From an optimization exercise on the open Yosys and OpenROAD flow, aimed at small area, a short achievable clock period and few clock cycles; shortcuts taken in it are not production practice.
Only simulation tests tie the RTL to the original design; equivalence was not proved.

==> inputs of run a <==
==> flow/design.v (excerpt) <==
module bias_path_top (
	input  logic                 clk,
	input  logic                 rst,
	input  logic                 cfg_req,
	input  bias_pkg::word_cnt_t  cfg_count,
	input  bias_pkg::bb_addr_t   cfg_addr,
	output logic                 cfg_ack,
	input  logic                 fifo_empty,
	output logic                 fifo_req,
	input  bias_pkg::ddr_word_t  fifo_data,
	input  logic                 rd_req,
	input  bias_pkg::bb_addr_t   rd_addr,
	input  bias_pkg::shift_t     rd_shift,
	output logic                 rd_ack,
	output bias_pkg::bias_vec_t  bias_out
);
	logic fetch_busy;
	logic [(1 << 3)-1:0] wr_port;
	bias_pkg::bb_addr_t phase;
	bias_pkg::ddr_word_t buf_data;
	bias_fetch fetch0 (
		.clk        (clk),
		.rst        (rst),
		.cfg_req    (cfg_req),
		.cfg_count  (cfg_count),
		.cfg_addr   (cfg_addr),
		.cfg_ack    (cfg_ack),
		.fetch_busy (fetch_busy),
		.fifo_empty (fifo_empty),
		.fifo_req   (fifo_req),
		.phase      (phase),
		.wr_port    (wr_port)
	);
	bias_buffer buffer0 (
		.clk     (clk),
		.rst     (rst),
		.phase   (phase),
		.wr_port (wr_port),
		.wr_data (fifo_data),
		.rd_addr (rd_addr),
		.rd_data (buf_data)
	);
	bias_reader reader0 (
		.clk        (clk),
		.rst        (rst),
		.rd_req     (rd_req),
		.rd_shift   (rd_shift),
		.fetch_busy (fetch_busy),
		.rd_ack     (rd_ack),
		.bias_out   (bias_out),
		.buf_data   (buf_data)
	);
endmodule
==> module bias_buffer, before the edit <==
module bias_buffer (
	input  logic                 clk,
	input  logic                 rst,
	output bias_pkg::bb_addr_t   phase,
	input  logic [(1 << 3)-1:0] wr_port,
	input  bias_pkg::ddr_word_t  wr_data,
	input  bias_pkg::bb_addr_t   rd_addr,
	output bias_pkg::ddr_word_t  rd_data
);
	localparam int SLOT_W = 7 - 3;
	bias_pkg::ddr_word_t slot [(1 << 7)];
	bias_pkg::bb_addr_t  phase_q;
	bias_pkg::bb_addr_t  pos;
	always_ff @(posedge clk) begin
		if (rst) begin
			phase_q <= '0;
		end else begin
			phase_q <= phase_q + bias_pkg::bb_addr_t'(1);
		end
	end
	always_ff @(posedge clk) begin
		for (int i = 0; i < (1 << 7); i++) begin
			if (i % (1 << SLOT_W) == 0 && wr_port[i >> SLOT_W]) begin
				slot[i] <= wr_data;
			end else begin
				slot[i] <= slot[(i + (1 << 7) - 1) % (1 << 7)];
			end
		end
	end
	assign phase   = phase_q;
	assign pos     = phase_q - rd_addr;
	logic [(1 << 7)-1:0] sel;
	logic [(1 << 7)-1:0] col [(4 * 16)];
	always_comb begin
		for (int j = 0; j < (1 << 7); j++) begin
			sel[j] = (pos == bias_pkg::bb_addr_t'(j));
		end
	end
	for (genvar b = 0; b < (4 * 16); b++) begin : g_rd
		for (genvar j = 0; j < (1 << 7); j++) begin : g_col
			assign col[b][j] = slot[j][b];
		end
		bias_rdbit u_bit (.sel(sel), .d(col[b]), .y(rd_data[b]));
	end
endmodule
==> module bias_reader, before the edit <==
module bias_reader (
	input  logic                 clk,
	input  logic                 rst,
	input  logic                 rd_req,
	input  bias_pkg::shift_t     rd_shift,
	input  logic                 fetch_busy,  
	output logic                 rd_ack,
	output bias_pkg::bias_vec_t  bias_out,
	input  bias_pkg::ddr_word_t  buf_data
);
	logic                ack_q;
	bias_pkg::bias_vec_t scaled;
	bias_pkg::bias_vec_t bias_q;
	always_ff @(posedge clk) begin
		if (rst) begin
			ack_q <= 1'b0;
		end else begin
			ack_q <= rd_req && (ack_q || !fetch_busy);
		end
	end
	always_comb begin
		bias_pkg::bias_t lane;
		bias_pkg::bias_out_t ext;
		scaled = '0;
		for (int k = 0; k < 4; k++) begin
			lane = buf_data[k*16 +: 16];
			ext  = bias_pkg::bias_out_t'(lane);
			scaled[k*20 +: 20] = ext << rd_shift;
		end
	end
	always_ff @(posedge clk) begin
		if (!ack_q) begin
			bias_q <= scaled;
		end
	end
	assign bias_out = bias_q;
	assign rd_ack   = rd_req && ack_q;
endmodule
==> module bias_fetch, before the edit <==
module bias_fetch (
	input  logic                 clk,
	input  logic                 rst,
	input  logic                 cfg_req,
	input  bias_pkg::word_cnt_t  cfg_count,
	input  bias_pkg::bb_addr_t   cfg_addr,
	output logic                 cfg_ack,
	output logic                 fetch_busy,
	input  logic                 fifo_empty,
	output logic                 fifo_req,
	input  bias_pkg::bb_addr_t   phase,
	output logic [(1 << 3)-1:0] wr_port
);
	localparam int SLOT_W = 7 - 3;  
	logic                active_q;   
	logic                pull_q;     
	logic                ack_q;
	logic                pend_q;     
	logic                go_q;       
	bias_pkg::word_cnt_t cnt_q;      
	bias_pkg::bb_addr_t  addr_q;     
	logic [(1 << 3)-1:0] port_q;
	logic start, pop, last, pull_next;
	bias_pkg::bb_addr_t land, land_next;
	assign start = cfg_req && !active_q;
	assign pop   = go_q && !fifo_empty;
	assign last  = (cnt_q == bias_pkg::word_cnt_t'(1));
	assign land      = phase + bias_pkg::bb_addr_t'(2) - addr_q;
	assign land_next = start ? phase + bias_pkg::bb_addr_t'(3) - cfg_addr
	                         : land + bias_pkg::bb_addr_t'(1);
	always_comb begin
		pull_next = pull_q;
		if (start) pull_next = (cfg_count != '0);
		else if (pop && last) pull_next = 1'b0;
	end
	always_ff @(posedge clk) begin
		if (rst) begin
			active_q <= 1'b0;
			pull_q   <= 1'b0;
			go_q     <= 1'b0;
			ack_q    <= 1'b0;
			pend_q   <= 1'b0;
			port_q   <= '0;
		end else begin
			active_q <= cfg_req;
			pend_q   <= pop;
			pull_q   <= pull_next;
			go_q     <= pull_next && ((pop && !start) || (land_next[SLOT_W-1:0] == '0));
			for (int k = 0; k < (1 << 3); k++) begin
				port_q[k] <= pop && (land[7-1:SLOT_W] == 3'(k));
			end
			if (start) begin
				ack_q <= (cfg_count == '0);
			end else if (!cfg_req) begin
				ack_q <= 1'b0;
			end else if (pop && last) begin
				ack_q <= 1'b1;
			end
		end
	end
	always_ff @(posedge clk) begin
		if (start) begin
			cnt_q  <= cfg_count;
			addr_q <= cfg_addr;
		end else if (pop) begin
			cnt_q  <= cnt_q - bias_pkg::word_cnt_t'(1);
			addr_q <= addr_q + bias_pkg::bb_addr_t'(1);  
		end
	end
	assign fifo_req   = pop;
	assign wr_port    = port_q;
	assign cfg_ack    = ack_q;
	assign fetch_busy = pull_q || pend_q;
endmodule
==> module bias_ao222n, before the edit <==
module bias_ao222n (
	input  logic [2:0] a,
	input  logic [2:0] b,
	output logic       y_n
);
	assign y_n = ~|(a & b);
endmodule
==> module bias_ao22n, before the edit <==
module bias_ao22n (
	input  logic [1:0] a,
	input  logic [1:0] b,
	output logic       y_n
);
	assign y_n = ~|(a & b);
endmodule
==> module bias_nand4, before the edit <==
module bias_nand4 (
	input  logic [3:0] a,
	output logic       y
);
	assign y = ~&a;
endmodule
==> module bias_nand3, before the edit <==
module bias_nand3 (
	input  logic [2:0] a,
	output logic       y
);
	assign y = ~&a;
endmodule
==> module bias_nor4, before the edit <==
module bias_nor4 (
	input  logic [3:0] a,
	output logic       y_n
);
	assign y_n = ~|a;
endmodule
==> module bias_nor3, before the edit <==
module bias_nor3 (
	input  logic [2:0] a,
	output logic       y_n
);
	assign y_n = ~|a;
endmodule
==> module bias_rdbit, before the edit <==
module bias_rdbit (
	input  logic [127:0] sel,
	input  logic [127:0] d,
	output logic         y
);
	logic [42:0] l1_n;  
	logic [10:0] l2;    
	logic [2:0]  l3_n;  
	for (genvar g = 0; g < 42; g++) begin : g_l1
		bias_ao222n u (.a(sel[3*g +: 3]), .b(d[3*g +: 3]), .y_n(l1_n[g]));
	end
	bias_ao22n u_l1_last (.a(sel[127:126]), .b(d[127:126]), .y_n(l1_n[42]));
	for (genvar g = 0; g < 10; g++) begin : g_l2
		bias_nand4 u (.a(l1_n[4*g +: 4]), .y(l2[g]));
	end
	bias_nand3 u_l2_last (.a(l1_n[42:40]), .y(l2[10]));
	bias_nor4 u_l3_0 (.a(l2[3:0]), .y_n(l3_n[0]));
	bias_nor4 u_l3_1 (.a(l2[7:4]), .y_n(l3_n[1]));
	bias_nor3 u_l3_2 (.a(l2[10:8]), .y_n(l3_n[2]));
	bias_nand3 u_l4 (.a(l3_n), .y(y));
endmodule
==> module bias_path_top, before the edit <==
module bias_path_top (
	input  logic                 clk,
	input  logic                 rst,
	input  logic                 cfg_req,
	input  bias_pkg::word_cnt_t  cfg_count,
	input  bias_pkg::bb_addr_t   cfg_addr,
	output logic                 cfg_ack,
	input  logic                 fifo_empty,
	output logic                 fifo_req,
	input  bias_pkg::ddr_word_t  fifo_data,
	input  logic                 rd_req,
	input  bias_pkg::bb_addr_t   rd_addr,
	input  bias_pkg::shift_t     rd_shift,
	output logic                 rd_ack,
	output bias_pkg::bias_vec_t  bias_out
);
	logic fetch_busy;
	logic [(1 << 3)-1:0] wr_port;
	bias_pkg::bb_addr_t phase;
	bias_pkg::ddr_word_t buf_data;
	bias_fetch fetch0 (
		.clk        (clk),
		.rst        (rst),
		.cfg_req    (cfg_req),
		.cfg_count  (cfg_count),
		.cfg_addr   (cfg_addr),
		.cfg_ack    (cfg_ack),
		.fetch_busy (fetch_busy),
		.fifo_empty (fifo_empty),
		.fifo_req   (fifo_req),
		.phase      (phase),
		.wr_port    (wr_port)
	);
	bias_buffer buffer0 (
		.clk     (clk),
		.rst     (rst),
		.phase   (phase),
		.wr_port (wr_port),
		.wr_data (fifo_data),
		.rd_addr (rd_addr),
		.rd_data (buf_data)
	);
	bias_reader reader0 (
		.clk        (clk),
		.rst        (rst),
		.rd_req     (rd_req),
		.rd_shift   (rd_shift),
		.fetch_busy (fetch_busy),
		.rd_ack     (rd_ack),
		.bias_out   (bias_out),
		.buf_data   (buf_data)
	);
endmodule
export LEC_CHECK = 0
export CAP_MARGIN = 20
export CORE_MARGIN = 2
export CORE_UTILIZATION = 40
export SLEW_MARGIN = 20
export SYNTH_HIERARCHICAL = 1
export SYNTH_MEMORY_MAX_BITS = 16384
create_clock -name core_clock -period 5.5 [get_ports {clk}]
run.sh (not shown) runs the stock make flow with config.mk's settings and CLKGATE_MAP_FILE= SYNTH_SCRIPT=/design/flow/synth_recipe.tcl, a recipe that flattens the netlist after the stock synthesis.
==> run b (differences from run a) <==
--- a/flow/design.v
+++ b/flow/design.v
@@ -112,10 +112,20 @@
 	localparam int SLOT_W = 7 - 3;
+	localparam int LO_W = 4;                        
+	localparam int HI_W = 7 - LO_W;      
+	localparam int LO_N = 1 << LO_W;
+	localparam int HI_N = 1 << HI_W;
 	bias_pkg::ddr_word_t slot [(1 << 7)];
-	bias_pkg::bb_addr_t  phase_q;
-	bias_pkg::bb_addr_t  pos;
+	bias_pkg::bb_addr_t  phase_q, phase_n;
+	logic [LO_W-1:0]     lo_exp_q [LO_N];   
+	logic [HI_W-1:0]     hi_exp_q [HI_N];   
+	logic [LO_N-1:0]     gt_q;              
+	assign phase_n = rst ? '0 : phase_q + bias_pkg::bb_addr_t'(1);
 	always_ff @(posedge clk) begin
-		if (rst) begin
-			phase_q <= '0;
-		end else begin
-			phase_q <= phase_q + bias_pkg::bb_addr_t'(1);
+		phase_q <= phase_n;
+		for (int k = 0; k < LO_N; k++) begin
+			lo_exp_q[k] <= phase_n[LO_W-1:0] - LO_W'(k);
+			gt_q[k]     <= (LO_W'(k) > phase_n[LO_W-1:0]);
+		end
+		for (int k = 0; k < HI_N; k++) begin
+			hi_exp_q[k] <= phase_n[7-1:LO_W] - HI_W'(k);
 		end
@@ -131,11 +141,24 @@
 	end
-	assign phase   = phase_q;
-	assign pos     = phase_q - rd_addr;
+	assign phase = phase_q;
+	logic [LO_N-1:0] lo_hit;
+	logic [HI_N-1:0] hi_hit;
 	logic [(1 << 7)-1:0] sel;
-	logic [(1 << 7)-1:0] col [(4 * 16)];
-	always_comb begin
-		for (int j = 0; j < (1 << 7); j++) begin
-			sel[j] = (pos == bias_pkg::bb_addr_t'(j));
+	for (genvar k = 0; k < LO_N; k++) begin : g_lo
+		bias_eq4 u_eq (.a(rd_addr[LO_W-1:0]), .b(lo_exp_q[k]), .y(lo_hit[k]));
+	end
+	for (genvar k = 0; k < HI_N; k++) begin : g_hi
+		bias_eq3 u_eq (.a(rd_addr[7-1:LO_W]), .b(hi_exp_q[k]), .y(hi_hit[k]));
+	end
+	for (genvar k = 0; k < HI_N; k++) begin : g_sel_hi
+		for (genvar j = 0; j < LO_N; j++) begin : g_sel_lo
+			bias_sel u_sel (
+				.lo  (lo_hit[j]),
+				.b   (gt_q[j]),
+				.hi0 (hi_hit[k]),
+				.hi1 (hi_hit[(k + 1) % HI_N]),
+				.y   (sel[k*LO_N + j])
+			);
 		end
 	end
+	logic [(1 << 7)-1:0] col [(4 * 16)];
 	for (genvar b = 0; b < (4 * 16); b++) begin : g_rd
@@ -148,2 +171,25 @@
 `default_nettype wire
+module bias_eq4 (
+	input  logic [3:0] a,
+	input  logic [3:0] b,
+	output logic       y
+);
+	assign y = ~|(a ^ b);
+endmodule
+module bias_eq3 (
+	input  logic [2:0] a,
+	input  logic [2:0] b,
+	output logic       y
+);
+	assign y = ~|(a ^ b);
+endmodule
+module bias_sel (
+	input  logic lo,
+	input  logic b,
+	input  logic hi0,
+	input  logic hi1,
+	output logic y
+);
+	assign y = lo & (b ? hi1 : hi0);
+endmodule
 module bias_ao222n (
@@ -222,3 +268,2 @@
 	bias_pkg::bias_vec_t scaled;
-	bias_pkg::bias_vec_t bias_q;
 	always_ff @(posedge clk) begin
@@ -230,20 +275,40 @@
 	end
-	always_comb begin
-		bias_pkg::bias_t lane;
-		bias_pkg::bias_out_t ext;
-		scaled = '0;
-		for (int k = 0; k < 4; k++) begin
-			lane = buf_data[k*16 +: 16];
-			ext  = bias_pkg::bias_out_t'(lane);
-			scaled[k*20 +: 20] = ext << rd_shift;
-		end
-	end
+	localparam int OW = 20;
+	localparam int SW = 16 - 1;    
+	logic [OW-1:0]    sh_eq_q;   
+	logic [OW-SW-1:0] sh_le_q;   
+	bias_pkg::ddr_word_t word_q;
 	always_ff @(posedge clk) begin
-		if (!ack_q) begin
-			bias_q <= scaled;
+		word_q <= buf_data;
+		for (int v = 0; v < OW; v++) sh_eq_q[v] <= (rd_shift == 5'(v));
+		for (int m = 0; m < OW - SW; m++) sh_le_q[m] <= (rd_shift <= 5'(m));
+	end
+	for (genvar k = 0; k < 4; k++) begin : g_lane
+		for (genvar i = 0; i < OW; i++) begin : g_bit
+			localparam int LO = (i >= SW) ? i - SW + 1 : 0;
+			localparam int NT = i - LO + 1 + ((i >= SW) ? 1 : 0);
+			logic [NT-1:0] t_s, t_d;
+			for (genvar s = LO; s <= i; s++) begin : g_t
+				assign t_s[s - LO] = sh_eq_q[s];
+				assign t_d[s - LO] = word_q[k*16 + i - s];
+			end
+			if (i >= SW) begin : g_sign
+				assign t_s[NT-1] = sh_le_q[i - SW];
+				assign t_d[NT-1] = word_q[k*16 + SW];
+			end
+			bias_andor #(.N(NT)) u_ao (.s(t_s), .d(t_d), .y(scaled[k*OW + i]));
 		end
 	end
-	assign bias_out = bias_q;
+	assign bias_out = scaled;
 	assign rd_ack   = rd_req && ack_q;
 endmodule
+module bias_andor #(
+	parameter int N = 2
+) (
+	input  logic [N-1:0] s,
+	input  logic [N-1:0] d,
+	output logic         y
+);
+	assign y = |(s & d);
+endmodule
 `default_nettype wire
==> flow/flow/run.sh (new file) <==
#!/bin/bash
# The standard layout (standard.sh), with clock tree synthesis told not to
# add dummy loads and to cluster up to 28 flip-flops per leaf buffer.
set -euo pipefail
export CTS_ARGS="-sink_clustering_enable -repair_clock_nets -dont_use_dummy_load -sink_clustering_size 28 -sink_clustering_max_diameter 70"
bash standard.sh finish > standard_flow.log 2>&1
==> flow/standard.sh (new file) <==
#!/bin/bash
# synth_recipe.tcl (not shown) runs the flow's synth.tcl, then flattens the netlist and writes it again
# the make line also repeats each setting of config.mk as NAME=value (left out here)
make -C /OpenROAD-flow-scripts/flow DESIGN_CONFIG=/design/flow/config.mk WORK_HOME=/design/flow/orfs CLKGATE_MAP_FILE= SYNTH_SCRIPT=/design/flow/synth_recipe.tcl "${@:-finish}"
CORE_UTILIZATION = 60   (was 40)
SETUP_SLACK_MARGIN = 2.0   (was not set)
removed: flow/run.sh
==> run c (differences from run a) <==
==> flow/design.v (replaced) <==
`default_nettype none
package bias_pkg;
	typedef logic [(4 * 16)-1:0] ddr_word_t;
	typedef logic signed [16-1:0] bias_t;
	typedef logic signed [20-1:0] bias_out_t;
	typedef logic [4*20-1:0] bias_vec_t;  
	typedef logic [7-1:0] bb_addr_t;
	typedef logic [5-1:0] shift_t;
	typedef logic [8-1:0] word_cnt_t;
	typedef enum logic [1:0] {
		FETCH_IDLE,
		FETCH_PULL,    
		FETCH_WRITE,   
		FETCH_DONE     
	} fetch_state_t;
	typedef enum logic [1:0] {
		READ_IDLE,
		READ_READ,     
		READ_HOLD,     
		READ_DONE      
	} reader_state_t;
endpackage
`default_nettype wire
`timescale 1ns/100ps
`default_nettype none
module bias_fetch (
	input  logic                 clk,
	input  logic                 rst,
	input  logic                 cfg_req,
	input  bias_pkg::word_cnt_t  cfg_count,
	input  bias_pkg::bb_addr_t   cfg_addr,
	output logic                 cfg_ack,
	output logic                 fetch_busy,
	input  logic                 fifo_empty,
	output logic                 fifo_req,
	output logic                 wr_en,
	output bias_pkg::bb_addr_t   wr_addr
);
	logic                active_q;   
	logic                pull_q;     
	logic                ack_q;
	logic                pend_q;     
	bias_pkg::word_cnt_t cnt_q;      
	bias_pkg::bb_addr_t  addr_q;     
	logic start, pop, last;
	assign start = cfg_req && !active_q;
	assign pop   = pull_q && !fifo_empty;
	assign last  = (cnt_q == bias_pkg::word_cnt_t'(1));
	always_ff @(posedge clk) begin
		if (rst) begin
			active_q <= 1'b0;
			pull_q   <= 1'b0;
			ack_q    <= 1'b0;
			pend_q   <= 1'b0;
		end else begin
			active_q <= cfg_req;
			pend_q   <= pop;
			if (start) begin
				pull_q <= (cfg_count != '0);
				ack_q  <= (cfg_count == '0);
			end else begin
				if (pop && last) pull_q <= 1'b0;
				if (!cfg_req) ack_q <= 1'b0;
				else if (pop && last) ack_q <= 1'b1;
			end
		end
	end
	always_ff @(posedge clk) begin
		if (start) begin
			cnt_q <= cfg_count;
		end else if (pop) begin
			cnt_q <= cnt_q - bias_pkg::word_cnt_t'(1);
		end
		if (start) begin
			addr_q <= cfg_addr;
		end else if (pend_q) begin
			addr_q <= addr_q + bias_pkg::bb_addr_t'(1);  
		end
	end
	assign fifo_req   = pop;
	assign wr_en      = pend_q;
	assign wr_addr    = addr_q;
	assign cfg_ack    = ack_q;
	assign fetch_busy = pull_q || pend_q;
endmodule
`default_nettype wire
`timescale 1ns/100ps
`default_nettype none
module bias_buffer (
	input  logic                 clk,
	input  logic                 wr_en,
	input  bias_pkg::bb_addr_t   wr_addr,
	input  bias_pkg::ddr_word_t  wr_data,
	input  logic [7-2:0] rd_addr,
	output bias_pkg::ddr_word_t  rd_lo,
	output bias_pkg::ddr_word_t  rd_hi
);
	bias_pkg::ddr_word_t mem [(1 << 7)];
	always_ff @(posedge clk) begin
		for (int i = 0; i < (1 << 7); i++) begin
			if (wr_en && wr_addr == bias_pkg::bb_addr_t'(i)) begin
				mem[i] <= wr_data;
			end
		end
	end
	assign rd_lo = mem[{1'b0, rd_addr}];
	assign rd_hi = mem[{1'b1, rd_addr}];
endmodule
`default_nettype wire
`timescale 1ns/100ps
`default_nettype none
module bias_reader (
	input  logic                 clk,
	input  logic                 rst,
	input  logic                 rd_req,
	input  bias_pkg::bb_addr_t   rd_addr_in,
	input  bias_pkg::shift_t     rd_shift,
	input  logic                 fetch_busy,  
	output logic                 rd_ack,
	output bias_pkg::bias_vec_t  bias_out,
	input  bias_pkg::ddr_word_t  buf_lo,
	input  bias_pkg::ddr_word_t  buf_hi
);
	logic                ack_q;
	logic                hi_q;
	bias_pkg::shift_t    shift_q;
	bias_pkg::ddr_word_t lo_q, hi_data_q;
	bias_pkg::ddr_word_t word;
	always_ff @(posedge clk) begin
		if (rst) begin
			ack_q <= 1'b0;
		end else begin
			ack_q <= rd_req && (ack_q || !fetch_busy);
		end
	end
	always_ff @(posedge clk) begin
		if (!ack_q) begin
			hi_q      <= rd_addr_in[7-1];
			shift_q   <= rd_shift;
			lo_q      <= buf_lo;
			hi_data_q <= buf_hi;
		end
	end
	assign word = hi_q ? hi_data_q : lo_q;
	always_comb begin
		bias_pkg::bias_t lane;
		bias_pkg::bias_out_t ext;
		bias_out = '0;
		for (int k = 0; k < 4; k++) begin
			lane = word[k*16 +: 16];
			ext  = bias_pkg::bias_out_t'(lane);
			bias_out[k*20 +: 20] = ext << shift_q;
		end
	end
	assign rd_ack = rd_req && ack_q;
endmodule
`default_nettype wire
`timescale 1ns/100ps
`default_nettype none
module bias_path_top (
	input  logic                 clk,
	input  logic                 rst,
	input  logic                 cfg_req,
	input  bias_pkg::word_cnt_t  cfg_count,
	input  bias_pkg::bb_addr_t   cfg_addr,
	output logic                 cfg_ack,
	input  logic                 fifo_empty,
	output logic                 fifo_req,
	input  bias_pkg::ddr_word_t  fifo_data,
	input  logic                 rd_req,
	input  bias_pkg::bb_addr_t   rd_addr,
	input  bias_pkg::shift_t     rd_shift,
	output logic                 rd_ack,
	output bias_pkg::bias_vec_t  bias_out
);
	logic fetch_busy;
	logic wr_en;
	bias_pkg::bb_addr_t wr_addr;
	bias_pkg::ddr_word_t buf_lo, buf_hi;
	bias_fetch fetch0 (
		.clk        (clk),
		.rst        (rst),
		.cfg_req    (cfg_req),
		.cfg_count  (cfg_count),
		.cfg_addr   (cfg_addr),
		.cfg_ack    (cfg_ack),
		.fetch_busy (fetch_busy),
		.fifo_empty (fifo_empty),
		.fifo_req   (fifo_req),
		.wr_en      (wr_en),
		.wr_addr    (wr_addr)
	);
	bias_buffer buffer0 (
		.clk     (clk),
		.wr_en   (wr_en),
		.wr_addr (wr_addr),
		.wr_data (fifo_data),
		.rd_addr (rd_addr[7-2:0]),
		.rd_lo   (buf_lo),
		.rd_hi   (buf_hi)
	);
	bias_reader reader0 (
		.clk        (clk),
		.rst        (rst),
		.rd_req     (rd_req),
		.rd_addr_in (rd_addr),
		.rd_shift   (rd_shift),
		.fetch_busy (fetch_busy),
		.rd_ack     (rd_ack),
		.bias_out   (bias_out),
		.buf_lo     (buf_lo),
		.buf_hi     (buf_hi)
	);
endmodule
`default_nettype wire
SYNTH_HIERARCHICAL = not set   (was 1)
==> run notes <==
Run b completed with no timing, DRC or antenna violations. Run c finished but fails on setup timing. Run a ran to the end with violations: setup timing.
The lowest via count belongs to run a, the highest to run c.
Die area: run c > run a > run b.
Flip-flop and latch count: run c is lower than run b (21).
Maximum frequency: run b is higher than run c (50%).
Synthesized cell count: run c > run b > run a.
Wire length, highest first: run c, run b, run a.
Testbench counts of run a, summed over its fixed seeds: cycles 11,523.
Testbench counts of run b, summed over its fixed seeds: cycles 11,523.
Testbench counts of run c, summed over its fixed seeds: cycles 11,008.

-- afterwards: timing with drivers on the ports --
The results above use ideal ports. As a check the final layouts listed here were re-extracted and re-timed, cells and wires unchanged. Step 1 (the two cells are an assumption about what drives the block):
set clk [get_ports {clk}]
set_driving_cell -lib_cell sky130_fd_sc_hd__clkbuf_16 $clk
set_driving_cell -lib_cell sky130_fd_sc_hd__buf_2 [delete_from_list [all_inputs] $clk]
Step 2 times the ports against the registers' clock, not the clock port: input delays grow and output delays shrink by t, the midpoint of the rising clock arrivals with the driver on. Three values: no drivers, after step 1, after step 2; two values: the first two.
run | t, ns | setup slack, ns | worst slew at a driven data input, ns
run a | 1.235 | -0.587 / -0.587 / -1.628 | 0.22
run b | 1.077 | 1.736 / 1.621 / 0.908 | 0.38
run c | 1.321 | -0.151 / -0.287 / -0.168 | 0.29
The setup slack of run a, which loses most, moves by 0.000 ns with the drivers and by -1.041 ns with both steps.
